From an optimization exercise on the open Yosys and OpenROAD flow, aimed at small area, a short achievable clock period and few clock cycles; shortcuts taken in it are not production practice. Only simulation tests tie the RTL to the original design; equivalence was not proved.

==> v38: inputs <==
==> flow/design.v (excerpt) <==
module trig_unit (
	input logic clk,
	input logic reset,
	input logic s_awvalid,
	input logic [3:0] s_awaddr,
	input logic s_wvalid,
	input logic [31:0] s_wdata,
	input logic s_bready,
	input logic s_arvalid,
	input logic [3:0] s_araddr,
	input logic s_rready,
	output logic s_awready,
	output logic s_wready,
	output logic s_bvalid,
	output logic [1:0] s_bresp,
	output logic s_arready,
	output logic s_rvalid,
	output logic [31:0] s_rdata,
	output logic [1:0] s_rresp
);
clock: 10.0 ns
lec_check: 0
cap_margin: 20
core_margin: 2
core_utilization: 60
setup_slack_margin: 5
slew_margin: 20
synth_hierarchical: 1
synth_minimum_keep_size: 0
standard.sh (not shown) runs the stock make flow with config.mk's settings and CLKGATE_MAP_FILE= SYNTH_SCRIPT=/design/flow/synth_recipe.tcl, a recipe that flattens the netlist after the stock synthesis.
==> flow/flow/run.sh <==
#!/bin/bash
set -euo pipefail
bash standard.sh SETUP_SLACK_MARGIN=5.75 finish > standard_flow.log 2>&1
==> v4 (differences from v38) <==
==> flow/flow/run.sh (replaced) <==
#!/bin/bash
set -euo pipefail
bash standard.sh SETUP_SLACK_MARGIN=5.6 finish > standard_flow.log 2>&1
==> comparison <==
In v38 the design area is higher than in v4, by 2.0%. Against v4, the core utilization of v38 is higher by 1.3 points. In v4 the first-iteration DRC count is lower than in v38, by about 17%. Global-route usage: v38 is higher than v4 (0.53 points). Against v4, the fmax of v38 is higher by about 1.2%. Between v4 and v38, the lower routed wire length is in v4 (gap 2.7%, measured against v38). Cell count: v38 is higher than v4 (1.5%).
Testbench counts of v38, summed over its fixed seeds: cycles 11,258.
Testbench counts of v4, summed over its fixed seeds: cycles 11,258.

==> v3: inputs <==
trig_unit, a different RTL version from the one above (not shown whole).
clock: 10.0 ns
lec_check: 0
cap_margin: 20
core_margin: 2
core_utilization: 70
place_density: 0.74
setup_slack_margin: 5
slew_margin: 20
synth_hierarchical: 1
synth_minimum_keep_size: 0
==> flow/flow/run.sh <==
#!/bin/bash
set -euo pipefail
bash standard.sh SETUP_SLACK_MARGIN=5.6 finish > standard_flow.log 2>&1
==> v35: changes against v3 <==
--- a/flow/config.mk
+++ b/flow/config.mk
@@ -9,4 +9,3 @@
 export CORE_MARGIN = 2
-export CORE_UTILIZATION = 70
-export PLACE_DENSITY = 0.74
+export CORE_UTILIZATION = 60
 export SETUP_SLACK_MARGIN = 5
==> notes <==
Against v35, the first-iteration DRC count of v3 is larger by 2.0%.
Against v3, the via count of v35 is smaller by about 0.8%.
In v3 the maximum frequency is smaller than in v35, by about 3%.
Against v35, the final cell count of v3 is lower by about 3%.
Against v35, the utilization of v3 is higher by 9.8 points.
Area after synthesis is the same in v35 and v3.
In v35 the critical path depth is higher than in v3, by 4.
Between v3 and v35, the lower clock-buffer cell count is in v35 (gap 1).
==> figures <==
Met3 WL: v3 2920 um; v35 2790 um
Detail-routed via count per cell: v3 5.90; v35 5.68
Number of clock-tree buffers in the layout: v3 33; v35 32
Tightest slew margin relative to the limit: v3 34.2%; v35 33.0%
Die area: v3 39400 um^2; v35 45800 um^2
Net total in the final layout: v3 3269; v35 3291
HPWL reported at the end of detailed placement: v3 42900 um; v35 44100 um
Initial antenna violation count: v3 1; v35 0
Setup Slack @ Placement: v3 4.75 ns; v35 4.71 ns
Non-clock buffer share: v3 3.90%; v35 4.43%
Status: v3 finished clean; v35 finished clean
Biggest fanout along the worst timing path: v3 19; v35 6
Later-pin clock latency in the skew report: v3 0.58 ns; v35 0.59 ns
CORE AREA: v3 37500 um^2; v35 43400 um^2
Fraction of met1 tracks used by global routing: v3 37.8%; v35 33.6%
First element of the critical path: v3 u_top.u_sine.t3[12]$_SDFF_PP0_; v35 u_top.u_sine.xx2[13]$_DFF_P_
Post-Route Utilization: v3 78.4%; v35 68.6%
Testbench counts of v3, summed over its fixed seeds: cycles 11,258.
Testbench counts of v35, summed over its fixed seeds: cycles 11,258.

separate check: timing with driven ports:
How much do the figures lean on ideal ports? The routed layouts below were timed once more, with nothing changed but the port constraints. Step 1: set_driving_cell puts a clkbuf_16 on clk and a buf_2 on each other input, an assumption about the parent block. Step 2, shift: input delay + t, output delay - t, t = (earliest + latest rising clock arrival at the registers) / 2. This alone moves slack from input paths to output paths. Slacks: ideal / step 1 / step 2; pairs: ideal / step 1.
run	shift t [ns]	setup WS [ns]	worst setup path at the end	worst slew at a driven data input, ns
v38	0.631	5.788 / 5.788 / 5.422	input to register	0.05
v4	0.628	5.738 / 5.738 / 5.435	input to register	0.05
v3	0.629	5.591 / 5.591 / 5.365	input to register	0.04
v35	0.635	5.723 / 5.723 / 5.478	input to register	0.05
After both steps setup and hold are still met in every run listed. For v38, which loses most, drivers alone change the setup slack by 0.000 ns; drivers and shift together by -0.366 ns.
